Context: an optimization exercise on an open-source flow, tuned for small area, a short achievable clock period and few clock cycles per item. The choices shown serve that exercise and are no tape-out recipe. No functional check of the RTL was part of any run shown here. Power is estimated from default activity; no workload was simulated.

File: flow/design.v
package tx_zc_pkg;
    localparam int ZC_NZC_W_DEF = 12;
    localparam int ZC_OUT_W_DEF = 12;
    localparam int ZC_INV_W_DEF = 18;
    localparam int ZC_T_MULT = 24;
endpackage
module tx_zc_mul (
    input  logic        clk,
    input  logic        i_en,
    input  logic        i_ld,
    input  logic [16:0] i_th,
    input  logic [17:0] i_inv,
    output logic [11:0] o_y,
    output logic [16:0] o_p
);
    logic [18:0] thx;
    logic [8:0]  w_neg, w_one, w_two;
    logic [8:0]  neg, one, two;
    logic        r_dsgn;
    logic [18:0] w_invm1;
    logic [18:0] pp0;
    logic [18:0] pp1;
    logic [18:0] pp2;
    logic [18:0] pp3;
    logic [18:0] pp4;
    logic [18:0] pp5;
    logic [18:0] pp6;
    logic [18:0] pp7;
    logic [18:0] pp8;
    logic [34:0] ra, rb;
    logic [34:0] r_a, r_b;
    logic        r_sgn;
    logic s1;
    logic c2;
    logic s3;
    logic c4;
    logic s5;
    logic c6;
    logic s7;
    logic c8;
    logic s9;
    logic c10;
    logic s11;
    logic c12;
    logic s13;
    logic c14;
    logic s15;
    logic c16;
    logic s17;
    logic c18;
    logic s19;
    logic c20;
    logic s21;
    logic c22;
    logic s23;
    logic c24;
    logic s25;
    logic c26;
    logic s27;
    logic c28;
    logic s29;
    logic c30;
    logic s31;
    logic c32;
    logic s33;
    logic c34;
    logic s35;
    logic c36;
    logic s37;
    logic c38;
    logic s39;
    logic c40;
    logic s41;
    logic c42;
    logic s43;
    logic c44;
    logic s45;
    logic c46;
    logic s47;
    logic c48;
    logic s49;
    logic c50;
    logic s51;
    logic c52;
    logic s53;
    logic c54;
    logic s55;
    logic c56;
    logic s57;
    logic c58;
    logic s59;
    logic c60;
    logic s61;
    logic c62;
    logic s63;
    logic c64;
    logic s65;
    logic c66;
    logic s67;
    logic c68;
    logic s69;
    logic c70;
    logic s71;
    logic c72;
    logic s73;
    logic c74;
    logic s75;
    logic c76;
    logic s77;
    logic c78;
    logic s79;
    logic c80;
    logic s81;
    logic c82;
    logic s83;
    logic c84;
    logic s85;
    logic c86;
    logic s87;
    logic c88;
    logic s89;
    logic c90;
    logic s91;
    logic c92;
    logic s93;
    logic c94;
    logic s95;
    logic c96;
    logic s97;
    logic c98;
    logic s99;
    logic c100;
    logic s101;
    logic c102;
    logic s103;
    logic c104;
    logic s105;
    logic c106;
    logic s107;
    logic c108;
    logic s109;
    logic c110;
    logic s111;
    logic c112;
    logic s113;
    logic c114;
    logic s115;
    logic c116;
    logic s117;
    logic c118;
    logic s119;
    logic c120;
    logic s121;
    logic c122;
    logic s123;
    logic c124;
    logic s125;
    logic c126;
    logic s127;
    logic c128;
    logic s129;
    logic c130;
    logic s131;
    logic c132;
    logic s133;
    logic c134;
    logic s135;
    logic c136;
    logic s137;
    logic c138;
    logic s139;
    logic c140;
    logic s141;
    logic c142;
    logic s143;
    logic c144;
    logic s145;
    logic c146;
    logic s147;
    logic c148;
    logic s149;
    logic c150;
    logic s151;
    logic c152;
    logic s153;
    logic c154;
    logic s155;
    logic c156;
    logic s157;
    logic c158;
    logic s159;
    logic c160;
    logic s161;
    logic c162;
    logic s163;
    logic c164;
    logic s165;
    logic c166;
    logic s167;
    logic c168;
    logic s169;
    logic c170;
    logic s171;
    logic c172;
    logic s173;
    logic c174;
    logic s175;
    logic c176;
    logic s177;
    logic c178;
    logic s179;
    logic c180;
    logic s181;
    logic c182;
    logic s183;
    logic c184;
    logic s185;
    logic c186;
    logic s187;
    logic c188;
    logic s189;
    logic c190;
    logic s191;
    logic c192;
    logic s193;
    logic c194;
    logic s195;
    logic c196;
    logic s197;
    logic c198;
    logic s199;
    logic c200;
    logic s201;
    logic c202;
    logic s203;
    logic c204;
    logic s205;
    logic c206;
    logic s207;
    logic c208;
    logic s209;
    logic c210;
    logic s211;
    logic c212;
    logic s213;
    logic c214;
    logic s215;
    logic c216;
    logic s217;
    logic c218;
    logic s219;
    logic c220;
    logic s221;
    logic c222;
    logic s223;
    logic c224;
    logic s225;
    logic c226;
    logic s227;
    logic c228;
    logic s229;
    logic c230;
    logic s231;
    logic c232;
    logic s233;
    logic c234;
    logic s235;
    logic c236;
    logic s237;
    logic c238;
    logic s239;
    logic c240;
    logic s241;
    logic c242;
    logic s243;
    logic c244;
    logic s245;
    logic c246;
    logic s247;
    logic c248;
    logic s249;
    logic c250;
    logic s251;
    logic c252;
    logic s253;
    logic c254;
    logic s255;
    logic c256;
    logic s257;
    logic c258;
    logic s259;
    logic c260;
    logic s261;
    logic c262;
    logic s263;
    logic c264;
    logic s265;
    logic c266;
    logic s267;
    logic c268;
    logic s269;
    logic c270;
    logic s271;
    logic c272;
    logic s273;
    logic c274;
    logic s275;
    logic c276;
    logic s277;
    logic c278;
    logic s279;
    logic c280;
    logic s281;
    logic c282;
    logic s283;
    logic c284;
    logic s285;
    logic c286;
    logic s287;
    logic c288;
    logic s289;
    logic c290;
    logic s291;
    logic c292;
    logic s293;
    logic c294;
    assign thx = {i_th[16], i_th, 1'b0};
    always_comb begin
        for (int i = 0; i < 9; i++) begin
            w_neg[i] = thx[2*i+2] & ~(thx[2*i+1] & thx[2*i]);
            w_one[i] = thx[2*i+1] ^ thx[2*i];
            w_two[i] = (thx[2*i+2] & ~thx[2*i+1] & ~thx[2*i]) | (~thx[2*i+2] & thx[2*i+1] & thx[2*i]);
        end
    end
    always_ff @(posedge clk) begin
        if (i_ld) begin
            neg    <= w_neg;
            one    <= w_one;
            two    <= w_two;
            r_dsgn <= i_th[16];
        end
    end
    assign pp0 = (({19{one[0]}} & {1'b0, i_inv}) | ({19{two[0]}} & {i_inv, 1'b0})) ^ {19{neg[0]}};
    assign pp1 = (({19{one[1]}} & {1'b0, i_inv}) | ({19{two[1]}} & {i_inv, 1'b0})) ^ {19{neg[1]}};
    assign pp2 = (({19{one[2]}} & {1'b0, i_inv}) | ({19{two[2]}} & {i_inv, 1'b0})) ^ {19{neg[2]}};
    assign pp3 = (({19{one[3]}} & {1'b0, i_inv}) | ({19{two[3]}} & {i_inv, 1'b0})) ^ {19{neg[3]}};
    assign pp4 = (({19{one[4]}} & {1'b0, i_inv}) | ({19{two[4]}} & {i_inv, 1'b0})) ^ {19{neg[4]}};
    assign pp5 = (({19{one[5]}} & {1'b0, i_inv}) | ({19{two[5]}} & {i_inv, 1'b0})) ^ {19{neg[5]}};
    assign pp6 = (({19{one[6]}} & {1'b0, i_inv}) | ({19{two[6]}} & {i_inv, 1'b0})) ^ {19{neg[6]}};
    assign pp7 = (({19{one[7]}} & {1'b0, i_inv}) | ({19{two[7]}} & {i_inv, 1'b0})) ^ {19{neg[7]}};
    assign w_invm1 = {1'b0, i_inv} - 19'd1;
    assign pp8 = neg[8] ? ~w_invm1 : ({19{one[8]}} & {1'b0, i_inv});
    assign s1 = pp0[10] ^ pp1[8];
    assign c2 = pp0[10] & pp1[8];
    assign s3 = pp0[11] ^ pp1[9];
    assign c4 = pp0[11] & pp1[9];
    assign s5 = pp0[12] ^ pp1[10] ^ pp2[8];
    assign c6 = (pp0[12] & pp1[10]) | (pp0[12] & pp2[8]) | (pp1[10] & pp2[8]);
    assign s7 = pp3[6] ^ pp4[4];
    assign c8 = pp3[6] & pp4[4];
    assign s9 = pp0[13] ^ pp1[11] ^ pp2[9];
    assign c10 = (pp0[13] & pp1[11]) | (pp0[13] & pp2[9]) | (pp1[11] & pp2[9]);
    assign s11 = pp3[7] ^ pp4[5];
    assign c12 = pp3[7] & pp4[5];
    assign s13 = pp0[14] ^ pp1[12] ^ pp2[10];
    assign c14 = (pp0[14] & pp1[12]) | (pp0[14] & pp2[10]) | (pp1[12] & pp2[10]);
    assign s15 = pp3[8] ^ pp4[6] ^ pp5[4];
    assign c16 = (pp3[8] & pp4[6]) | (pp3[8] & pp5[4]) | (pp4[6] & pp5[4]);
    assign s17 = pp6[2] ^ pp7[0];
    assign c18 = pp6[2] & pp7[0];
    assign s19 = pp0[15] ^ pp1[13] ^ pp2[11];
    assign c20 = (pp0[15] & pp1[13]) | (pp0[15] & pp2[11]) | (pp1[13] & pp2[11]);
    assign s21 = pp3[9] ^ pp4[7] ^ pp5[5];
    assign c22 = (pp3[9] & pp4[7]) | (pp3[9] & pp5[5]) | (pp4[7] & pp5[5]);
    assign s23 = pp6[3] ^ pp7[1];
    assign c24 = pp6[3] & pp7[1];
    assign s25 = pp0[16] ^ pp1[14] ^ pp2[12];
    assign c26 = (pp0[16] & pp1[14]) | (pp0[16] & pp2[12]) | (pp1[14] & pp2[12]);
    assign s27 = pp3[10] ^ pp4[8] ^ pp5[6];
    assign c28 = (pp3[10] & pp4[8]) | (pp3[10] & pp5[6]) | (pp4[8] & pp5[6]);
    assign s29 = pp6[4] ^ pp7[2] ^ pp8[0];
    assign c30 = (pp6[4] & pp7[2]) | (pp6[4] & pp8[0]) | (pp7[2] & pp8[0]);
    assign s31 = pp0[17] ^ pp1[15] ^ pp2[13];
    assign c32 = (pp0[17] & pp1[15]) | (pp0[17] & pp2[13]) | (pp1[15] & pp2[13]);
    assign s33 = pp3[11] ^ pp4[9] ^ pp5[7];
    assign c34 = (pp3[11] & pp4[9]) | (pp3[11] & pp5[7]) | (pp4[9] & pp5[7]);
    assign s35 = pp6[5] ^ pp7[3] ^ pp8[1];
    assign c36 = (pp6[5] & pp7[3]) | (pp6[5] & pp8[1]) | (pp7[3] & pp8[1]);
    assign s37 = pp0[18] ^ pp1[16] ^ pp2[14];
    assign c38 = (pp0[18] & pp1[16]) | (pp0[18] & pp2[14]) | (pp1[16] & pp2[14]);
    assign s39 = pp3[12] ^ pp4[10] ^ pp5[8];
    assign c40 = (pp3[12] & pp4[10]) | (pp3[12] & pp5[8]) | (pp4[10] & pp5[8]);
    assign s41 = pp6[6] ^ pp7[4] ^ pp8[2];
    assign c42 = (pp6[6] & pp7[4]) | (pp6[6] & pp8[2]) | (pp7[4] & pp8[2]);
    assign s43 = pp1[17] ^ pp2[15] ^ pp3[13];
    assign c44 = (pp1[17] & pp2[15]) | (pp1[17] & pp3[13]) | (pp2[15] & pp3[13]);
    assign s45 = pp4[11] ^ pp5[9] ^ pp6[7];
    assign c46 = (pp4[11] & pp5[9]) | (pp4[11] & pp6[7]) | (pp5[9] & pp6[7]);
    assign s47 = pp7[5] ^ pp8[3] ^ neg[0];
    assign c48 = (pp7[5] & pp8[3]) | (pp7[5] & neg[0]) | (pp8[3] & neg[0]);
    assign s49 = pp1[18] ^ pp2[16] ^ pp3[14];
    assign c50 = (pp1[18] & pp2[16]) | (pp1[18] & pp3[14]) | (pp2[16] & pp3[14]);
    assign s51 = pp4[12] ^ pp5[10] ^ pp6[8];
    assign c52 = (pp4[12] & pp5[10]) | (pp4[12] & pp6[8]) | (pp5[10] & pp6[8]);
    assign s53 = pp7[6] ^ pp8[4] ^ neg[0];
    assign c54 = (pp7[6] & pp8[4]) | (pp7[6] & neg[0]) | (pp8[4] & neg[0]);
    assign s55 = ~neg[1] ^ pp2[17] ^ pp3[15];
    assign c56 = (~neg[1] & pp2[17]) | (~neg[1] & pp3[15]) | (pp2[17] & pp3[15]);
    assign s57 = pp4[13] ^ pp5[11] ^ pp6[9];
    assign c58 = (pp4[13] & pp5[11]) | (pp4[13] & pp6[9]) | (pp5[11] & pp6[9]);
    assign s59 = pp7[7] ^ pp8[5] ^ ~neg[0];
    assign c60 = (pp7[7] & pp8[5]) | (pp7[7] & ~neg[0]) | (pp8[5] & ~neg[0]);
    assign s61 = pp2[18] ^ pp3[16] ^ pp4[14];
    assign c62 = (pp2[18] & pp3[16]) | (pp2[18] & pp4[14]) | (pp3[16] & pp4[14]);
    assign s63 = pp5[12] ^ pp6[10] ^ pp7[8];
    assign c64 = (pp5[12] & pp6[10]) | (pp5[12] & pp7[8]) | (pp6[10] & pp7[8]);
    assign s65 = ~pp8[6];
    assign c66 = pp8[6];
    assign s67 = ~neg[2] ^ pp3[17] ^ pp4[15];
    assign c68 = (~neg[2] & pp3[17]) | (~neg[2] & pp4[15]) | (pp3[17] & pp4[15]);
    assign s69 = pp5[13] ^ pp6[11] ^ pp7[9];
    assign c70 = (pp5[13] & pp6[11]) | (pp5[13] & pp7[9]) | (pp6[11] & pp7[9]);
    assign s71 = pp3[18] ^ pp4[16] ^ pp5[14];
    assign c72 = (pp3[18] & pp4[16]) | (pp3[18] & pp5[14]) | (pp4[16] & pp5[14]);
    assign s73 = pp6[12] ^ pp7[10];
    assign c74 = pp6[12] & pp7[10];
    assign s75 = ~neg[3] ^ pp4[17] ^ pp5[15];
    assign c76 = (~neg[3] & pp4[17]) | (~neg[3] & pp5[15]) | (pp4[17] & pp5[15]);
    assign s77 = pp4[18] ^ pp5[16];
    assign c78 = pp4[18] & pp5[16];
    assign s79 = pp0[6] ^ pp1[4];
    assign c80 = pp0[6] & pp1[4];
    assign s81 = pp0[7] ^ pp1[5];
    assign c82 = pp0[7] & pp1[5];
    assign s83 = pp0[8] ^ pp1[6] ^ pp2[4];
    assign c84 = (pp0[8] & pp1[6]) | (pp0[8] & pp2[4]) | (pp1[6] & pp2[4]);
    assign s85 = pp3[2] ^ pp4[0];
    assign c86 = pp3[2] & pp4[0];
    assign s87 = pp0[9] ^ pp1[7] ^ pp2[5];
    assign c88 = (pp0[9] & pp1[7]) | (pp0[9] & pp2[5]) | (pp1[7] & pp2[5]);
    assign s89 = pp3[3] ^ pp4[1];
    assign c90 = pp3[3] & pp4[1];
    assign s91 = pp2[6] ^ pp3[4] ^ pp4[2];
    assign c92 = (pp2[6] & pp3[4]) | (pp2[6] & pp4[2]) | (pp3[4] & pp4[2]);
    assign s93 = pp5[0] ^ neg[5] ^ s1;
    assign c94 = (pp5[0] & neg[5]) | (pp5[0] & s1) | (neg[5] & s1);
    assign s95 = pp2[7] ^ pp3[5] ^ pp4[3];
    assign c96 = (pp2[7] & pp3[5]) | (pp2[7] & pp4[3]) | (pp3[5] & pp4[3]);
    assign s97 = pp5[1] ^ s3 ^ c2;
    assign c98 = (pp5[1] & s3) | (pp5[1] & c2) | (s3 & c2);
    assign s99 = pp5[2] ^ pp6[0] ^ neg[6];
    assign c100 = (pp5[2] & pp6[0]) | (pp5[2] & neg[6]) | (pp6[0] & neg[6]);
    assign s101 = s5 ^ s7 ^ c4;
    assign c102 = (s5 & s7) | (s5 & c4) | (s7 & c4);
    assign s103 = pp5[3] ^ pp6[1] ^ s9;
    assign c104 = (pp5[3] & pp6[1]) | (pp5[3] & s9) | (pp6[1] & s9);
    assign s105 = s11 ^ c6 ^ c8;
    assign c106 = (s11 & c6) | (s11 & c8) | (c6 & c8);
    assign s107 = neg[7] ^ s13 ^ s15;
    assign c108 = (neg[7] & s13) | (neg[7] & s15) | (s13 & s15);
    assign s109 = s17 ^ c10 ^ c12;
    assign c110 = (s17 & c10) | (s17 & c12) | (c10 & c12);
    assign s111 = s19 ^ s21 ^ s23;
    assign c112 = (s19 & s21) | (s19 & s23) | (s21 & s23);
    assign s113 = c14 ^ c16 ^ c18;
    assign c114 = (c14 & c16) | (c14 & c18) | (c16 & c18);
    assign s115 = s25 ^ s27 ^ s29;
    assign c116 = (s25 & s27) | (s25 & s29) | (s27 & s29);
    assign s117 = c20 ^ c22 ^ c24;
    assign c118 = (c20 & c22) | (c20 & c24) | (c22 & c24);
    assign s119 = s31 ^ s33 ^ s35;
    assign c120 = (s31 & s33) | (s31 & s35) | (s33 & s35);
    assign s121 = c26 ^ c28 ^ c30;
    assign c122 = (c26 & c28) | (c26 & c30) | (c28 & c30);
    assign s123 = s37 ^ s39 ^ s41;
    assign c124 = (s37 & s39) | (s37 & s41) | (s39 & s41);
    assign s125 = c32 ^ c34 ^ c36;
    assign c126 = (c32 & c34) | (c32 & c36) | (c34 & c36);
    assign s127 = s43 ^ s45 ^ s47;
    assign c128 = (s43 & s45) | (s43 & s47) | (s45 & s47);
    assign s129 = c38 ^ c40 ^ c42;
    assign c130 = (c38 & c40) | (c38 & c42) | (c40 & c42);
    assign s131 = s49 ^ s51 ^ s53;
    assign c132 = (s49 & s51) | (s49 & s53) | (s51 & s53);
    assign s133 = c44 ^ c46 ^ c48;
    assign c134 = (c44 & c46) | (c44 & c48) | (c46 & c48);
    assign s135 = s55 ^ s57 ^ s59;
    assign c136 = (s55 & s57) | (s55 & s59) | (s57 & s59);
    assign s137 = c50 ^ c52 ^ c54;
    assign c138 = (c50 & c52) | (c50 & c54) | (c52 & c54);
    assign s139 = s61 ^ s63 ^ s65;
    assign c140 = (s61 & s63) | (s61 & s65) | (s63 & s65);
    assign s141 = c56 ^ c58 ^ c60;
    assign c142 = (c56 & c58) | (c56 & c60) | (c58 & c60);
    assign s143 = pp8[7] ^ s67 ^ s69;
    assign c144 = (pp8[7] & s67) | (pp8[7] & s69) | (s67 & s69);
    assign s145 = c62 ^ c64 ^ c66;
    assign c146 = (c62 & c64) | (c62 & c66) | (c64 & c66);
    assign s147 = ~(pp8[8] ^ s71);
    assign c148 = pp8[8] | s71;
    assign s149 = s73 ^ c68 ^ c70;
    assign c150 = (s73 & c68) | (s73 & c70) | (c68 & c70);
    assign s151 = pp6[13] ^ pp7[11] ^ pp8[9];
    assign c152 = (pp6[13] & pp7[11]) | (pp6[13] & pp8[9]) | (pp7[11] & pp8[9]);
    assign s153 = s75 ^ c72 ^ c74;
    assign c154 = (s75 & c72) | (s75 & c74) | (c72 & c74);
    assign s155 = pp6[14] ^ pp7[12] ^ pp8[10];
    assign c156 = (pp6[14] & pp7[12]) | (pp6[14] & pp8[10]) | (pp7[12] & pp8[10]);
    assign s157 = ~(s77 ^ c76);
    assign c158 = s77 | c76;
    assign s159 = ~neg[4] ^ pp5[17] ^ pp6[15];
    assign c160 = (~neg[4] & pp5[17]) | (~neg[4] & pp6[15]) | (pp5[17] & pp6[15]);
    assign s161 = pp7[13] ^ pp8[11] ^ c78;
    assign c162 = (pp7[13] & pp8[11]) | (pp7[13] & c78) | (pp8[11] & c78);
    assign s163 = pp5[18] ^ pp6[16] ^ pp7[14];
    assign c164 = (pp5[18] & pp6[16]) | (pp5[18] & pp7[14]) | (pp6[16] & pp7[14]);
    assign s165 = ~pp8[12];
    assign c166 = pp8[12];
    assign s167 = ~neg[5] ^ pp6[17] ^ pp7[15];
    assign c168 = (~neg[5] & pp6[17]) | (~neg[5] & pp7[15]) | (pp6[17] & pp7[15]);
    assign s169 = pp6[18] ^ pp7[16];
    assign c170 = pp6[18] & pp7[16];
    assign s171 = pp0[4] ^ pp1[2];
    assign c172 = pp0[4] & pp1[2];
    assign s173 = pp0[5] ^ pp1[3] ^ pp2[1];
    assign c174 = (pp0[5] & pp1[3]) | (pp0[5] & pp2[1]) | (pp1[3] & pp2[1]);
    assign s175 = pp2[2] ^ pp3[0] ^ neg[3];
    assign c176 = (pp2[2] & pp3[0]) | (pp2[2] & neg[3]) | (pp3[0] & neg[3]);
    assign s177 = pp2[3] ^ pp3[1] ^ s81;
    assign c178 = (pp2[3] & pp3[1]) | (pp2[3] & s81) | (pp3[1] & s81);
    assign s179 = neg[4] ^ s83 ^ s85;
    assign c180 = (neg[4] & s83) | (neg[4] & s85) | (s83 & s85);
    assign s181 = s87 ^ s89 ^ c84;
    assign c182 = (s87 & s89) | (s87 & c84) | (s89 & c84);
    assign s183 = s91 ^ s93 ^ c88;
    assign c184 = (s91 & s93) | (s91 & c88) | (s93 & c88);
    assign s185 = s95 ^ s97 ^ c92;
    assign c186 = (s95 & s97) | (s95 & c92) | (s97 & c92);
    assign s187 = s99 ^ s101 ^ c96;
    assign c188 = (s99 & s101) | (s99 & c96) | (s101 & c96);
    assign s189 = s103 ^ s105 ^ c100;
    assign c190 = (s103 & s105) | (s103 & c100) | (s105 & c100);
    assign s191 = s107 ^ s109 ^ c104;
    assign c192 = (s107 & s109) | (s107 & c104) | (s109 & c104);
    assign s193 = s111 ^ s113 ^ c108;
    assign c194 = (s111 & s113) | (s111 & c108) | (s113 & c108);
    assign s195 = s115 ^ s117 ^ c112;
    assign c196 = (s115 & s117) | (s115 & c112) | (s117 & c112);
    assign s197 = s119 ^ s121 ^ c116;
    assign c198 = (s119 & s121) | (s119 & c116) | (s121 & c116);
    assign s199 = s123 ^ s125 ^ c120;
    assign c200 = (s123 & s125) | (s123 & c120) | (s125 & c120);
    assign s201 = s127 ^ s129 ^ c124;
    assign c202 = (s127 & s129) | (s127 & c124) | (s129 & c124);
    assign s203 = s131 ^ s133 ^ c128;
    assign c204 = (s131 & s133) | (s131 & c128) | (s133 & c128);
    assign s205 = s135 ^ s137 ^ c132;
    assign c206 = (s135 & s137) | (s135 & c132) | (s137 & c132);
    assign s207 = s139 ^ s141 ^ c136;
    assign c208 = (s139 & s141) | (s139 & c136) | (s141 & c136);
    assign s209 = s143 ^ s145 ^ c140;
    assign c210 = (s143 & s145) | (s143 & c140) | (s145 & c140);
    assign s211 = s147 ^ s149 ^ c144;
    assign c212 = (s147 & s149) | (s147 & c144) | (s149 & c144);
    assign s213 = s151 ^ s153 ^ c148;
    assign c214 = (s151 & s153) | (s151 & c148) | (s153 & c148);
    assign s215 = s155 ^ s157 ^ c152;
    assign c216 = (s155 & s157) | (s155 & c152) | (s157 & c152);
    assign s217 = s159 ^ s161 ^ c156;
    assign c218 = (s159 & s161) | (s159 & c156) | (s161 & c156);
    assign s219 = s163 ^ s165 ^ c160;
    assign c220 = (s163 & s165) | (s163 & c160) | (s165 & c160);
    assign s221 = pp8[13] ^ s167 ^ c164;
    assign c222 = (pp8[13] & s167) | (pp8[13] & c164) | (s167 & c164);
    assign s223 = ~(pp8[14] ^ s169);
    assign c224 = pp8[14] | s169;
    assign s225 = ~neg[6] ^ pp7[17] ^ pp8[15];
    assign c226 = (~neg[6] & pp7[17]) | (~neg[6] & pp8[15]) | (pp7[17] & pp8[15]);
    assign s227 = pp7[18] ^ pp8[16];
    assign c228 = pp7[18] & pp8[16];
    assign s229 = pp0[2] ^ pp1[0];
    assign c230 = pp0[2] & pp1[0];
    assign s231 = pp0[3] ^ pp1[1];
    assign c232 = pp0[3] & pp1[1];
    assign s233 = pp2[0] ^ neg[2] ^ s171;
    assign c234 = (pp2[0] & neg[2]) | (pp2[0] & s171) | (neg[2] & s171);
    assign s235 = ~(s173 ^ c172);
    assign c236 = s173 | c172;
    assign s237 = s79 ^ s175 ^ c174;
    assign c238 = (s79 & s175) | (s79 & c174) | (s175 & c174);
    assign s239 = c80 ^ s177 ^ c176;
    assign c240 = (c80 & s177) | (c80 & c176) | (s177 & c176);
    assign s241 = c82 ^ s179 ^ c178;
    assign c242 = (c82 & s179) | (c82 & c178) | (s179 & c178);
    assign s243 = c86 ^ s181 ^ c180;
    assign c244 = (c86 & s181) | (c86 & c180) | (s181 & c180);
    assign s245 = c90 ^ s183 ^ c182;
    assign c246 = (c90 & s183) | (c90 & c182) | (s183 & c182);
    assign s247 = c94 ^ s185 ^ c184;
    assign c248 = (c94 & s185) | (c94 & c184) | (s185 & c184);
    assign s249 = c98 ^ s187 ^ c186;
    assign c250 = (c98 & s187) | (c98 & c186) | (s187 & c186);
    assign s251 = c102 ^ s189 ^ c188;
    assign c252 = (c102 & s189) | (c102 & c188) | (s189 & c188);
    assign s253 = c106 ^ s191 ^ c190;
    assign c254 = (c106 & s191) | (c106 & c190) | (s191 & c190);
    assign s255 = c110 ^ s193 ^ c192;
    assign c256 = (c110 & s193) | (c110 & c192) | (s193 & c192);
    assign s257 = c114 ^ s195 ^ c194;
    assign c258 = (c114 & s195) | (c114 & c194) | (s195 & c194);
    assign s259 = c118 ^ s197 ^ c196;
    assign c260 = (c118 & s197) | (c118 & c196) | (s197 & c196);
    assign s261 = c122 ^ s199 ^ c198;
    assign c262 = (c122 & s199) | (c122 & c198) | (s199 & c198);
    assign s263 = c126 ^ s201 ^ c200;
    assign c264 = (c126 & s201) | (c126 & c200) | (s201 & c200);
    assign s265 = c130 ^ s203 ^ c202;
    assign c266 = (c130 & s203) | (c130 & c202) | (s203 & c202);
    assign s267 = c134 ^ s205 ^ c204;
    assign c268 = (c134 & s205) | (c134 & c204) | (s205 & c204);
    assign s269 = c138 ^ s207 ^ c206;
    assign c270 = (c138 & s207) | (c138 & c206) | (s207 & c206);
    assign s271 = c142 ^ s209 ^ c208;
    assign c272 = (c142 & s209) | (c142 & c208) | (s209 & c208);
    assign s273 = c146 ^ s211 ^ c210;
    assign c274 = (c146 & s211) | (c146 & c210) | (s211 & c210);
    assign s275 = c150 ^ s213 ^ c212;
    assign c276 = (c150 & s213) | (c150 & c212) | (s213 & c212);
    assign s277 = c154 ^ s215 ^ c214;
    assign c278 = (c154 & s215) | (c154 & c214) | (s215 & c214);
    assign s279 = c158 ^ s217 ^ c216;
    assign c280 = (c158 & s217) | (c158 & c216) | (s217 & c216);
    assign s281 = c162 ^ s219 ^ c218;
    assign c282 = (c162 & s219) | (c162 & c218) | (s219 & c218);
    assign s283 = c166 ^ s221 ^ c220;
    assign c284 = (c166 & s221) | (c166 & c220) | (s221 & c220);
    assign s285 = c168 ^ s223 ^ c222;
    assign c286 = (c168 & s223) | (c168 & c222) | (s223 & c222);
    assign s287 = c170 ^ s225 ^ c224;
    assign c288 = (c170 & s225) | (c170 & c224) | (s225 & c224);
    assign s289 = ~(s227 ^ c226);
    assign c290 = s227 | c226;
    assign s291 = ~neg[7] ^ pp8[17] ^ c228;
    assign c292 = (~neg[7] & pp8[17]) | (~neg[7] & c228) | (pp8[17] & c228);
    assign s293 = ~pp8[18];
    assign c294 = pp8[18];
    assign ra[0] = pp0[0];
    assign rb[0] = neg[0];
    assign ra[1] = pp0[1];
    assign rb[1] = 1'b0;
    assign ra[2] = neg[1];
    assign rb[2] = s229;
    assign ra[3] = s231;
    assign rb[3] = c230;
    assign ra[4] = s233;
    assign rb[4] = c232;
    assign ra[5] = s235;
    assign rb[5] = c234;
    assign ra[6] = s237;
    assign rb[6] = c236;
    assign ra[7] = s239;
    assign rb[7] = c238;
    assign ra[8] = s241;
    assign rb[8] = c240;
    assign ra[9] = s243;
    assign rb[9] = c242;
    assign ra[10] = s245;
    assign rb[10] = c244;
    assign ra[11] = s247;
    assign rb[11] = c246;
    assign ra[12] = s249;
    assign rb[12] = c248;
    assign ra[13] = s251;
    assign rb[13] = c250;
    assign ra[14] = s253;
    assign rb[14] = c252;
    assign ra[15] = s255;
    assign rb[15] = c254;
    assign ra[16] = s257;
    assign rb[16] = c256;
    assign ra[17] = s259;
    assign rb[17] = c258;
    assign ra[18] = s261;
    assign rb[18] = c260;
    assign ra[19] = s263;
    assign rb[19] = c262;
    assign ra[20] = s265;
    assign rb[20] = c264;
    assign ra[21] = s267;
    assign rb[21] = c266;
    assign ra[22] = s269;
    assign rb[22] = c268;
    assign ra[23] = s271;
    assign rb[23] = c270;
    assign ra[24] = s273;
    assign rb[24] = c272;
    assign ra[25] = s275;
    assign rb[25] = c274;
    assign ra[26] = s277;
    assign rb[26] = c276;
    assign ra[27] = s279;
    assign rb[27] = c278;
    assign ra[28] = s281;
    assign rb[28] = c280;
    assign ra[29] = s283;
    assign rb[29] = c282;
    assign ra[30] = s285;
    assign rb[30] = c284;
    assign ra[31] = s287;
    assign rb[31] = c286;
    assign ra[32] = s289;
    assign rb[32] = c288;
    assign ra[33] = s291;
    assign rb[33] = c290;
    assign ra[34] = s293;
    assign rb[34] = c292;
    always_ff @(posedge clk) begin
        if (i_en) begin
            r_a   <= ra[34:0];
            r_b   <= rb[34:0];
            r_sgn <= r_dsgn;
        end
    end
    logic [22:0] w_lo;
    assign w_lo = r_a[22:0] + r_b[22:0];
    assign o_p  = w_lo[22:6];
    logic [34:17] w_p, w_o, w_g;
    logic         w_z0, w_z1;
    assign w_p   = r_a[34:17] ^ r_b[34:17];
    assign w_o   = r_a[34:17] | r_b[34:17];
    assign w_g   = r_a[34:17] & r_b[34:17];
    assign w_z0  = !w_lo[17] && (w_o[33:17] == w_p[34:18]);
    assign w_z1  = w_lo[17] && (w_g[33:17] == ~w_p[34:18]);
    assign o_y   = (w_z0 || w_z1) ? w_lo[17:6] : (r_sgn ? 12'h800 : 12'h7ff);
endmodule
module tx_zc_phase_gen #(
    parameter int NZC_W  = tx_zc_pkg::ZC_NZC_W_DEF,
    parameter int OUT_W  = tx_zc_pkg::ZC_OUT_W_DEF,
    parameter int INV_W  = tx_zc_pkg::ZC_INV_W_DEF,
    parameter int PH_W   = NZC_W + 5
) (
    input  logic             sys_clk,
    input  logic             rst,
    input  logic             start,
    input  logic             abort,
    input  logic [NZC_W-1:0] zc_N_zc,
    input  logic [NZC_W-1:0] zc_len,
    input  logic [NZC_W-1:0] zc_start_index,
    input  logic [PH_W-1:0]  zc_Q,
    input  logic [PH_W-1:0]  zc_P,
    input  logic [INV_W-1:0] zc_inv_T,
    input  logic             theta_ready,
    output logic             theta_valid,
    output logic [OUT_W-1:0] theta_data,
    output logic             theta_last,
    output logic             busy,
    output logic             cfg_err
);
    logic        r_busy, r_cfg_err;
    logic        r_ph_q2;    
    logic        r_ph_e0;    
    logic        r_ph_run;   
    logic        r_ph_w1;    
    logic        r_ph_w2;    
    logic        r_s1_valid, r_s1_last, r_out_valid, r_out_last;
    logic [11:0] r_out_data;
    logic [11:0] r_nzc;          
    logic [13:0] r_t3;           
    logic [16:0] r_q;            
    logic [16:0] r_p;            
    logic [17:0] r_inv;          
    logic [11:0] r_rem;          
    logic [11:0] r_skip;         
    logic [11:0]        r_mc;    
    logic               r_wrap;  
    logic signed [16:0] r_th;    
    logic [16:0]        r_e;     
    logic [4:0]         r_z;     
    logic [13:0] w_3n_in;
    logic [14:0] w_qc_a, w_qc_b, w_qc_s, w_qc_c, w_qc_r;
    logic [14:0] w_pc_a, w_pc_b, w_pc_s, w_pc_c, w_pc_r;
    logic        w_cfg_ok, w_accept, w_adv, w_step, w_done, w_last_step;
    logic [16:0] w_t, w_half;
    logic [17:0] w_q2x;
    logic [16:0] w_q2;
    logic [18:0] w_tha, w_thb, w_tnx, w_hnx, w_ths, w_s1, w_c1, w_ths_m, w_s2, w_c2, w_thc;
    logic [16:0] w_th_nxt;
    logic        w_usep;
    logic [16:0] w_ea;
    logic [18:0] w_eq, w_tx, w_ed, w_s3, w_c3, w_edt;
    logic [16:0] w_e_nxt;
    logic [1:0]  w_p3;
    logic [4:0]  w_pm;
    logic [5:0]  w_zs;
    logic [4:0]  w_z_nxt;
    logic [16:0] w_zth;
    logic [17:0] w_mul_b;
    logic [11:0] w_sat;
    logic [16:0] w_prod;
    logic        w_th_ld;
    logic [16:0] w_th_d;
    assign w_3n_in  = 14'(zc_N_zc) + {1'b0, zc_N_zc, 1'b0};
    assign w_qc_a   = {3'b000, zc_N_zc};
    assign w_qc_b   = {2'b00, zc_N_zc, 1'b0};
    assign w_qc_s   = w_qc_a ^ w_qc_b ^ ~{1'b0, zc_Q[16:3]};
    assign w_qc_c   = {(w_qc_a[13:0] & w_qc_b[13:0]) | ((w_qc_a[13:0] | w_qc_b[13:0]) & ~zc_Q[16:3]), 1'b0};
    assign w_qc_r   = w_qc_s + w_qc_c;
    assign w_pc_a   = w_qc_a;
    assign w_pc_b   = w_qc_b;
    assign w_pc_s   = w_pc_a ^ w_pc_b ^ ~{1'b0, zc_P[16:3]};
    assign w_pc_c   = {(w_pc_a[13:0] & w_pc_b[13:0]) | ((w_pc_a[13:0] | w_pc_b[13:0]) & ~zc_P[16:3]), 1'b0};
    assign w_pc_r   = w_pc_s + w_pc_c;
    assign w_cfg_ok = (zc_N_zc[11:2] != '0 || zc_N_zc[1:0] == 2'd3) && (zc_len != '0) &&
                      (zc_start_index < zc_len) && !w_qc_r[14] && !w_pc_r[14];
    assign w_accept = !r_busy && start && w_cfg_ok;
    assign w_adv       = !(r_out_valid && !theta_ready);
    assign w_step      = w_adv && r_ph_run;
    assign w_last_step = (r_rem == 12'd1);
    assign w_done      = r_out_valid && r_out_last && theta_ready;
    assign w_t    = {r_t3, 3'b000};
    assign w_half = {1'b0, r_t3, 2'b00};
    assign w_q2x = {r_q, 1'b0} - {1'b0, w_t};
    assign w_q2  = w_q2x[17] ? {r_q[15:0], 1'b0} : w_q2x[16:0];
    assign w_tha  = {r_th[16], r_th[16], r_th};
    assign w_thb  = {2'b00, r_e};
    assign w_tnx  = ~{2'b00, w_t};
    assign w_hnx  = ~{2'b00, w_half};
    assign w_ths  = w_tha + w_thb;
    assign w_s1   = w_tha ^ w_thb ^ w_tnx;
    assign w_c1   = {(w_tha[17:0] & w_thb[17:0]) | (w_tha[17:0] & w_tnx[17:0]) | (w_thb[17:0] & w_tnx[17:0]), 1'b1};
    assign w_ths_m = w_s1 + w_c1;
    assign w_s2   = w_tha ^ w_thb ^ w_hnx;
    assign w_c2   = {(w_tha[17:0] & w_thb[17:0]) | (w_tha[17:0] & w_hnx[17:0]) | (w_thb[17:0] & w_hnx[17:0]), 1'b1};
    assign w_thc  = w_s2 + w_c2;
    assign w_th_nxt = w_thc[18] ? w_ths[16:0] : w_ths_m[16:0];
    assign w_usep = r_ph_e0 || r_wrap;
    assign w_ea   = w_usep ? r_p : r_e;
    assign w_eq   = ~{2'b00, r_q};
    assign w_tx   = {2'b00, w_t};
    assign w_ed   = {2'b00, w_ea} - {2'b00, r_q};
    assign w_s3   = {2'b00, w_ea} ^ w_eq ^ w_tx;
    assign w_c3   = {({1'b0, w_ea} & w_eq[17:0]) | ({1'b0, w_ea} & w_tx[17:0]) | (w_eq[17:0] & w_tx[17:0]), 1'b1};
    assign w_edt  = w_s3 + w_c3;
    assign w_e_nxt = w_ed[18] ? w_edt[16:0] : w_ed[16:0];
    function automatic logic [1:0] add3(input logic [1:0] a, input logic [1:0] b);
        logic [2:0] s;
        s = {1'b0, a} + {1'b0, b};
        if (s >= 3'd3) add3 = s[1:0] - 2'd3;
        else           add3 = s[1:0];
    endfunction
    function automatic logic [1:0] red3(input logic [1:0] g);
        if (g == 2'd3) red3 = 2'd0;
        else           red3 = g;
    endfunction
    always_comb begin
        logic [1:0] r0, r1, r2, r3, r4, r5, r6;
        r0 = red3(r_p[4:3]);   r1 = red3(r_p[6:5]);   r2 = red3(r_p[8:7]);
        r3 = red3(r_p[10:9]);  r4 = red3(r_p[12:11]); r5 = red3(r_p[14:13]);
        r6 = red3(r_p[16:15]);
        w_p3 = add3(add3(add3(r0, r1), add3(r2, r3)), add3(add3(r4, r5), r6));
    end
    assign w_pm = {w_p3, r_p[2:0]};
    assign w_zs    = 6'(r_z) + 6'(w_pm);
    assign w_z_nxt = (w_zs >= 6'd24) ? 5'(w_zs - 6'd24) : w_zs[4:0];
    assign w_zth   = (r_z >= 5'd12) ? 17'($signed({1'b0, r_z}) - 17'sd24) : 17'($signed({1'b0, r_z}));
    always_comb begin
        w_th_ld = 1'b1;
        w_th_d  = w_th_nxt;
        if (r_ph_q2)                  w_th_d = '0;
        else if (w_step && r_wrap)    w_th_d = w_zth;
        else if (w_step)              w_th_d = w_th_nxt;
        else if (w_adv && r_ph_w2)    w_th_d = w_prod;
        else                          w_th_ld = 1'b0;
    end
    assign w_mul_b = r_ph_w1 ? {r_nzc, 6'b000000} : r_inv;
    tx_zc_mul u_mul (.clk(sys_clk), .i_en(w_adv), .i_ld(w_th_ld), .i_th(w_th_d), .i_inv(w_mul_b),
                     .o_y(w_sat), .o_p(w_prod));
    always_ff @(posedge sys_clk) begin
        if (rst || abort) begin
            r_busy      <= 1'b0;
            r_ph_q2     <= 1'b0;
            r_ph_e0     <= 1'b0;
            r_ph_run    <= 1'b0;
            r_ph_w1     <= 1'b0;
            r_ph_w2     <= 1'b0;
            r_s1_valid  <= 1'b0;
            r_s1_last   <= 1'b0;
            r_out_valid <= 1'b0;
            r_out_last  <= 1'b0;
            r_cfg_err   <= 1'b0;
        end else begin
            r_cfg_err <= !r_busy && start && !w_cfg_ok;
            if (!r_busy) begin
                r_busy  <= w_accept;
                r_ph_q2 <= w_accept;
            end else begin
                if (w_done) r_busy <= 1'b0;
                r_ph_q2 <= 1'b0;
                r_ph_e0 <= r_ph_q2;
                if (r_ph_e0) r_ph_run <= 1'b1;
                if (w_adv) begin
                    if (r_ph_run && (w_last_step || r_wrap)) r_ph_run <= 1'b0;
                    r_ph_w1 <= r_ph_run && !w_last_step && r_wrap;
                    r_ph_w2 <= r_ph_w1;
                    if (r_ph_w2) r_ph_run <= 1'b1;
                end
            end
            if (w_adv) begin
                r_s1_valid  <= w_step && (r_skip == '0);
                r_s1_last   <= w_last_step;
                r_out_valid <= r_s1_valid;
                r_out_last  <= r_s1_last;
            end
        end
    end
    always_ff @(posedge sys_clk) begin
        if (!r_busy) begin
            r_nzc  <= zc_N_zc;
            r_t3   <= w_3n_in;
            r_q    <= zc_Q;
            r_p    <= zc_P;
            r_inv  <= zc_inv_T;
            r_rem  <= zc_len;
            r_skip <= zc_start_index;
        end else begin
            if (r_ph_q2) r_q <= w_q2;
            if (w_step) begin
                r_rem <= r_rem - 12'd1;
                if (r_skip != '0) r_skip <= r_skip - 12'd1;
            end
        end
    end
    always_ff @(posedge sys_clk) begin
        if (w_th_ld) begin
            r_th <= w_th_d;
        end
        if (r_ph_q2) begin
            r_mc   <= r_nzc;
            r_wrap <= 1'b0;
            r_z    <= w_pm;
        end
        if (r_ph_e0) begin
            r_e <= w_e_nxt;
        end
        if (w_step) begin
            r_e <= w_e_nxt;
            if (r_wrap) begin
                r_z    <= w_z_nxt;
                r_mc   <= r_nzc;
                r_wrap <= 1'b0;
            end else begin
                r_mc   <= r_mc - 12'd1;
                r_wrap <= (r_mc == 12'd2);
            end
        end
        if (w_adv) begin
            r_out_data <= w_sat;
        end
    end
    assign theta_valid = r_out_valid;
    assign theta_data  = r_out_data;
    assign theta_last  = r_out_last;
    assign busy        = r_busy;
    assign cfg_err     = r_cfg_err;
endmodule
File: flow/run.sh
#!/bin/bash
# synth_recipe.tcl (not shown) runs the flow's synth.tcl, then flattens the netlist and writes it again
# the make line also repeats each setting of config.mk as NAME=value (left out here)
make -C /OpenROAD-flow-scripts/flow DESIGN_CONFIG=/design/flow/config.mk WORK_HOME=/design/flow/orfs CLKGATE_MAP_FILE= SYNTH_SCRIPT=/design/flow/synth_recipe.tcl finish
File: flow/config.mk
export PLATFORM = sky130hd
export DESIGN_NAME = tx_zc_phase_gen
export DESIGN_NICKNAME = tx_zc_phase_gen
export VERILOG_FILES = /design/flow/design.v
export SDC_FILE = /design/flow/constraint.sdc
export NUM_CORES = 4
export LEC_CHECK = 0
export CAP_MARGIN = 20
export CORE_MARGIN = 2
export CORE_UTILIZATION = 40
export SLEW_MARGIN = 20
File: flow/constraint.sdc
create_clock -name core_clock -period 8.0 [get_ports {sys_clk}]
set_input_delay 1.6000 -clock core_clock [delete_from_list [all_inputs] [get_ports {sys_clk}]]
set_output_delay 1.6000 -clock core_clock [all_outputs]
set_load 0.01 [all_outputs]
==> results.toml, run 1 <==
[run_status]
status = "complete, no violations"

[global_route]
gr-total-overflow = 0
grt_max_degree = 86
antenna_found_initial = 2
grt_pass1_wl_mm = 115.4
met2_usage_pct = 35.56
grtUsageMet3_pct = 4.104
grt_busiest_layer = "met2"
grt_pass1_vias = 20620
gr-usage-met1_pct = 27.91
grtUsageTotal_pct = 21.17

[final_layout]
seq_area_sq_mm = 0.007949
area_delta_synth_final_pct = 11.19
drive_above_1_share_pct = 5.431
num_antenna_cells = 0
fill_cells = 6151
fin_util_pct = 45.12
fin_nets = 3254
multiInputGateArea_sq_mm = 0.01697

[floorplanning]
dieArea_sq_mm = 0.06901
top_level_ports = 109
die_w_um = 262.7
initial_core_util_pct = 40.57
core_area_sq_mm = 0.06598
row_count = 94
die_h_um = 262.7

[synth]
netlist-cell-type-count = 86
syn-num-nets = 3208
synth_simple_gate_area_share_pct = 9.572
synth_edf_count = 254
yosys_register_bits = 270
synth_top_family_by_area = "adder cells"
synthCells = 2655
synth_flop_cell = "edfxtp_1"
yosys.area_share.adder_pct = 27.08
syn_area_sq_mm = 0.02677
syn_avg_cell_area_sq_um = 10.08
yosysSeqAreaShare_pct = 29.69
async_reset_ff_share_pct = 0
synth_compound_area_share_pct = 13.54
synthMuxAreaShare_pct = 3.127
yosysWarnings = 2
synth_xor_area_share_pct = 10.01

[clock_network]
clockRootBuffer = "clkbuf_16"
cts_buffers = 35
cts_hold_buf = 0
cts_num_sinks = 270
cts_tree = "done"
clock_latency_ns = 0.56
clkTransAtPathRegs_ns = 0.06
htree_num_levels = 2
cts_buffer_depth = 3
post_cts_buffers = 0
cts-resized-gates = 0

[critical_path]
r2r-start = "r_p[3]"
reg2reg_slack_ns = 2.29
start_kind = "register"
reg2reg_depth = 24
cp-startpoint = "r_p[3]"
critPathCapture = "r_z[3]"
critical_path_required_ns = 8.47
worstSetupEndpointType = "register"
timing.rr.end = "r_z[3]"
arrival_ns = 6.18
cp_max_fo = 6
crit_type = "reg2reg"

[pwr]
p_leak_nw = 12.79
vdd_drop_max_mv = 0.1878
p_per_area_mw_per_mm2 = 222.1

[timing]
skew_ns = 0.02135
worst_pin_slew_ns = 1.084
maxSlewHeadroom_pct = 27.72
hold_violations = 0
clock.fmax_mhz = 175.1
fin_crit_sh_pct = 71.39
rsz0062_at_grt = "false"
tns_ns = 0
period_minus_slack_ns = 5.711
slew_violations = 0
setup_viol = 0
worst_hold_slack_ns = 0.4676

[place]
io_buffers = 108
dp_hpwl_mm = 56.65
gp_congestion = 0.8802

[route]
via_per_inst = 5.555
drt-total-wl_mm = 73.73
drc_errors = 0
drtAntennaViolNets = 0
num_vias = 19940
wl_per_cell_um = 20.54
firstDrtPassIters = 7
drt_iter0_markers = 1487

[min_path]
hold_path.class = "reg2reg"
min_from = "r_s1_last"

[flow_run]
drv_cap = 0
## Yosys cell counts (all sizes together), types with 4 or more instances
master | instances | share of area (%)
a211oi | 10 | 0.32
a21boi | 7 | 0.20
a21o | 30 | 0.84
a21oi | 140 | 2.6
a221oi | 4 | 0.15
a22o | 10 | 0.33
a22oi | 145 | 4.1
a311oi | 5 | 0.19
a31oi | 14 | 0.33
and2 | 6 | 0.14
and3 | 11 | 0.26
buf | 38 | 0.56
clkbuf | 81 | 1.1
dfxtp | 16 | 1.2
edfxtp | 254 | 28
fa | 199 | 15
ha | 261 | 12
inv | 377 | 5.3
mux2 | 42 | 1.8
mux2i | 36 | 1.3
nand2 | 89 | 1.2
nand2b | 29 | 0.68
nand3 | 32 | 0.62
nand3b | 7 | 0.20
nand4 | 12 | 0.28
nor2 | 155 | 2.2
nor2b | 44 | 1.0
nor3 | 49 | 0.93
nor4 | 24 | 0.62
o211a | 5 | 0.19
o211ai | 7 | 0.20
o21a | 16 | 0.45
o21ai | 74 | 1.4
o21bai | 9 | 0.25
o31a | 4 | 0.13
o31ai | 11 | 0.31
o32a | 6 | 0.22
or2 | 10 | 0.23
or3 | 22 | 0.51
or4 | 7 | 0.20
xnor2 | 208 | 6.8
xor2 | 98 | 3.2
## layout make-up
cell class | instances | share of cell area, %
Clock inverter | 16 | 0.4708
Multi-Input combinational cell | 1889 | 57.01
Tap cell | 864 | 3.632
Timing Repair Buffer | 128 | 4.149
Clock buffer | 45 | 3.274
Sequential cell | 270 | 26.70
Inverter | 377 | 4.758
## stage by stage
step	cell area [sq um]	instances	power (mW)	setup WS (ns)
2_1_floorplan	26770	2655	4.133	1.214
3_3_place_gp	28650	3528	4.949	2.457
3_5_place_dp	28650	3528	5.064	2.281
4_1_cts	29760	3589	6.633	2.244
5_1_grt	29770	3589	7.096	1.654
6_report	29770	3589	6.612	2.289
## cell usage in the layout, fill, tap and decap left out, drive strengths merged, types with 12 or more instances in the layout
| master | instances |
|---|---|
| inv | 378 |
| ha | 261 |
| edfxtp | 254 |
| xnor2 | 208 |
| fa | 199 |
| nor2 | 155 |
| a22oi | 145 |
| a21oi | 140 |
| clkdlybuf4s50 | 108 |
| xor2 | 98 |
| nand2 | 89 |
| o21ai | 74 |
| nor3 | 49 |
| clkbuf | 45 |
| nor2b | 44 |
| mux2 | 42 |
| mux2i | 36 |
| nand3 | 32 |
| a21o | 30 |
| nand2b | 29 |
| nor4 | 24 |
| or3 | 22 |
| buf | 20 |
| o21a | 16 |
| dfxtp | 16 |
| a31oi | 14 |
| nand4 | 12 |
## flip-flops by register name (all words and copies together), names as in the netlist, 5 cells and up
signal	count
r_z	5
r_mc	12
u_mul.one	8
r_nzc	12
r_rem	12
u_mul.r_b	34
r_q	17
r_p	17
r_skip	12
r_inv	18
r_t3	13
u_mul.neg	8
u_mul.r_a	35
r_out_data	12
r_e	17
r_th	16
u_mul.two	8
## power by group
part | switching, mW | internal, mW
sequential | 0.149 | 1.82
combinational | 1.80 | 1.30
clock | 0.647 | 0.900
total | 2.59 | 4.02
## layer usage
| metal | up-vias | wire (um) |
|---|---|---|
| met5 | - | 13 |
| met4 | 2 | 1658 |
| met3 | 109 | 5487 |
| met2 | 704 | 34830 |
| met1 | 9867 | 31740 |
| li1 | 9256 | - |
## kinds of logic (layout without fill, tap and decap cells)
kind of cell    after synthesis  count (layout)
compound gates              534             534
xor+xnor                    306             306
fa+ha+maj                   460             460
buf+inv                     496             566
flops                       270             270
mux                          78              78
simple gates                511             511
## critical path, cell delays in order, from the launching register on
cell and delay [ns]:
edfxtp_1 0.40, nor2b_1 0.15, ha_1 0.20, fa_1 0.53
ha_1 0.21, nor2_1 0.07, nand3b_1 0.07, o21ai_0 0.09
ha_1 0.22, fa_1 0.54, ha_1 0.22, nor2_1 0.07
o21ai_0 0.33, ha_1 0.23, fa_1 0.45, ha_1 0.23
nor2_1 0.12, nand3b_1 0.08, o21ai_0 0.13, ha_1 0.36
a21oi_1 0.22, xnor2_1 0.11, a2111oi_0 0.37, o21ai_0 0.15
o21ai_0 0.10
## how the worst min path moves through the flow
| stage | end | slack (ns) | cells past startpoint |
|---|---|---|---|
| finish | r_out_last | 0.47 | 2 |
| global route | r_out_last | 0.48 | 2 |
| CTS | r_out_last | 0.47 | 2 |
| detailed placement | r_out_last | 0.46 | 2 |
| global placement | r_s1_valid | 0.45 | 2 |
| floorplan | u_mul.r_a[2] | 0.42 | 0 |
==> run 2: changes to the inputs <==
--- a/flow/config.mk
+++ b/flow/config.mk
@@ -8,4 +8,5 @@
 export CAP_MARGIN = 20
 export CORE_MARGIN = 2
 export CORE_UTILIZATION = 40
+export SETUP_SLACK_MARGIN = 4.6
 export SLEW_MARGIN = 20
==> results.toml, run 2 <==
[run_status]
status = "complete, no violations"

[global_route]
antenna_found_initial = 5
grt_max_degree = 83
grt_pass1_wl_mm = 128.5
gr-total-overflow = 0
grt_pass1_vias = 22440
grtUsageTotal_pct = 23.87

[min_path]
hold_depth = 2
hold_path.class = "reg2reg"

[timing]
hold_violations = 0
worst_hold_slack_ns = 0.4666
clock.fmax_mhz = 191.3
setup_viol = 0
setup_slack_ns = 2.774
fin_crit_sh_pct = 65.33
maxSlewHeadroom_pct = 26.73
period_minus_slack_ns = 5.226
rsz0062_at_grt = "true"
skew_ns = 0.02565
slew_violations = 0
worst_pin_slew_ns = 1.099
tns_ns = 0

[floorplanning]
row_count = 94
die_h_um = 262.7
die_w_um = 262.7
dieArea_sq_mm = 0.06901
core_area_sq_mm = 0.06598
top_level_ports = 109
initial_core_util_pct = 40.57

[final_layout]
multiInputGateArea_sq_mm = 0.01939
top_regs = "u_mul.r_a (35), u_mul.r_b (34), r_inv (18)"
fin_nets = 3544
fill_cells = 5600
drive_above_1_share_pct = 28.99
largest_reg_flops = 35
top_register = "u_mul.r_a"
final_common_cell = "inv_1"
seq_area_sq_mm = 0.007955
mostFrequentLayoutCells = "inv_1 (323), edfxtp_1 (254), ha_1 (208)"
area_delta_synth_final_pct = 31.00

[synth]
yosysWarnings = 2
synth_edf_count = 254
syn-num-nets = 3208
netlist-cell-type-count = 86
yosys_register_bits = 270
syn_avg_cell_area_sq_um = 10.08
syn_area_sq_mm = 0.02677
async_reset_ff_share_pct = 0
netlist_top_cells_area = "edfxtp_1 (28%), fa_1 (15%), ha_1 (12%)"
yosysSeqAreaShare_pct = 29.69
synth_common_cells = "inv_1 (374), ha_1 (261), edfxtp_1 (254), xnor2_1 (208), fa_1 (199)"
synth.largest_area_cell = "edfxtp_1"
synthCells = 2655
synth_top_area_share_pct = 28.49
synth_most_common_cell = "inv_1"
synth_flop_cell = "edfxtp_1"

[route]
drt_iter0_markers = 1732
via_per_inst = 5.643
dr_wl_met3_mm = 7.511
wl_per_cell_um = 22.07
drc_errors = 0
wl_met2_mm = 40.47
firstDrtPassIters = 7
num_vias = 21910
drt-total-wl_mm = 85.70
top_layer_used = "met5"
drtAntennaViolNets = 0
wl_met1_mm = 34.49

[place]
io_buffers = 108
dp_hpwl_mm = 58.01
dp_slack_ns = 2.665
gp_congestion = 0.8888

[pwr]
p_per_area_mw_per_mm2 = 225.8
p_leak_nw = 14.82
vdd_drop_max_mv = 0.2292
p_total_mw = 7.920

[critical_path]
cp-startpoint = "r_p[12]"
critPathCapture = "r_z[3]"
arrival_ns = 5.72
r2r-start = "r_p[12]"
cp_max_fo = 5
critical_path_required_ns = 8.49
reg2reg_slack_ns = 2.77
timing.rr.end = "r_z[3]"
crit_type = "reg2reg"
reg2reg_depth = 23
start_kind = "register"
worstSetupEndpointType = "register"

[clock_network]
htree_num_levels = 2
cts_tree = "done"
clockRootBuffer = "clkbuf_16"
clkTransAtPathRegs_ns = 0.06
cts_buffers = 35
cts_num_sinks = 270
clock_latency_ns = 0.57
cts_buffer_depth = 3

[flow_run]
drv_cap = 0
run 2: cell counts after synthesis:
No cell type changed its count.
run 2: cells by family after synthesis:
group	count (synthesis)	synth area share [%]
AO/OA/AOI/OAI	534	13.54
AND/OR/NAND/NOR	511	9.572
buffers and inverters	496	6.983
adder cells (fa/ha/maj)	460	27.08
XOR/XNOR	306	10.01
flip-flops	270	29.69
multiplexers	78	3.127
run 2: timing repair:
action	CTS	global route
gates resized for setup	377	200
pin swaps	163	170
cloned	16	7
setup buffers	182	79
endpoints found under the setup margin	206	199
hold buffers	0	0
run 2: critical path, cell delays in order (launching register included):
cell and delay [ns]:
edfxtp_1 0.45, nor2b_4 0.13, ha_2 0.17, fa_1 0.44, buf_4 0.15, buf_4 0.13, nand3b_1 0.16, o21ai_1 0.10
ha_2 0.20, fa_2 0.47, ha_4 0.20, nor2_4 0.10, nand3b_1 0.13, o21ai_1 0.14, ha_2 0.21, fa_2 0.46
ha_4 0.20, nor3_2 0.14, o32a_1 0.25, ha_4 0.25, xnor2_2 0.16, a2111oi_2 0.33, o21ai_1 0.11, o21ai_1 0.08
run 2: through the flow:
stage | utilization, % | instances | instance area (sq um)
floorplan | - | 2655 | 27790
global placement | 44.55 | 3533 | 29390
detailed placement | 44.55 | 3533 | 29390
CTS | 50.79 | 3795 | 33510
global route | 53.15 | 3883 | 35070
finish | 53.15 | 3883 | 35070
run 2: worst min-delay path by stage:
stage | start | end
4_1_cts | r_s1_valid | r_s1_valid
6_report | r_s1_valid | r_s1_valid
5_1_grt | r_s1_last | r_out_last
3_5_place_dp | r_s1_valid | r_s1_valid
2_1_floorplan | u_mul.neg[1] | u_mul.r_a[2]
3_3_place_gp | r_s1_valid | r_s1_valid
run 2: layer usage:
| metal | GRT usage [%] | vias to the layer above |
|---|---|---|
| met4 | 8.776 | 8 |
| met2 | 39.82 | 1008 |
| li1 | - | 9876 |
| met3 | 5.294 | 213 |
| met1 | 30.34 | 10810 |
| met5 | 0 | - |
run 2: layout make-up:
class / instances / area share [%]
multi-input cells: 1900 / 55.28
flip-flops and latches: 270 / 22.68
repair buffers: 407 / 11.59
inverters: 377 / 4.164
well taps: 864 / 3.083
clock buffers: 39 / 2.630
clock inverters: 25 / 0.5637
diodes: 1 / 0.007136
run 2: where the power goes:
part / leakage (nW) / total [mW] / internal (mW) / switching, mW
Combinational: 11.6 / 4.40 / 2.09 / 2.31
Sequential: 2.72 / 1.96 / 1.82 / 0.148
Clock: 0.550 / 1.55 / 0.901 / 0.652
Total: 14.8 / 7.92 / 4.81 / 3.11

[static timing again, ports no longer ideal]
How much do the figures lean on ideal ports? The routed layouts below were timed once more, with nothing changed but the port constraints. Step 1 (the two cells are an assumption about what drives the block):
set clk [get_ports {sys_clk}]
set_driving_cell -lib_cell sky130_fd_sc_hd__clkbuf_16 $clk
set_driving_cell -lib_cell sky130_fd_sc_hd__buf_2 [delete_from_list [all_inputs] $clk]
Step 2 also shifts input and output timing later by t, the mid clock arrival at the registers, as if the neighbouring blocks saw the same clock. a / b / c = ideal / step 1 / step 2; a / b = the first two.
| run | shift t [ns] | setup slack, ns | worst hold slack (ns) | worst register clock-pin slew, ns | worst slew at a driven data input, ns |
|---|---|---|---|---|---|
| run 1 | 0.611 | 2.289 / 2.289 / 2.289 | 0.468 / 0.468 / 0.468 | 0.08 / 0.08 | 0.08 |
| run 2 | 0.619 | 2.774 / 2.774 / 2.774 | 0.467 / 0.467 / 0.467 | 0.07 / 0.07 | 0.07 |
After both steps every run listed still meets setup and hold.
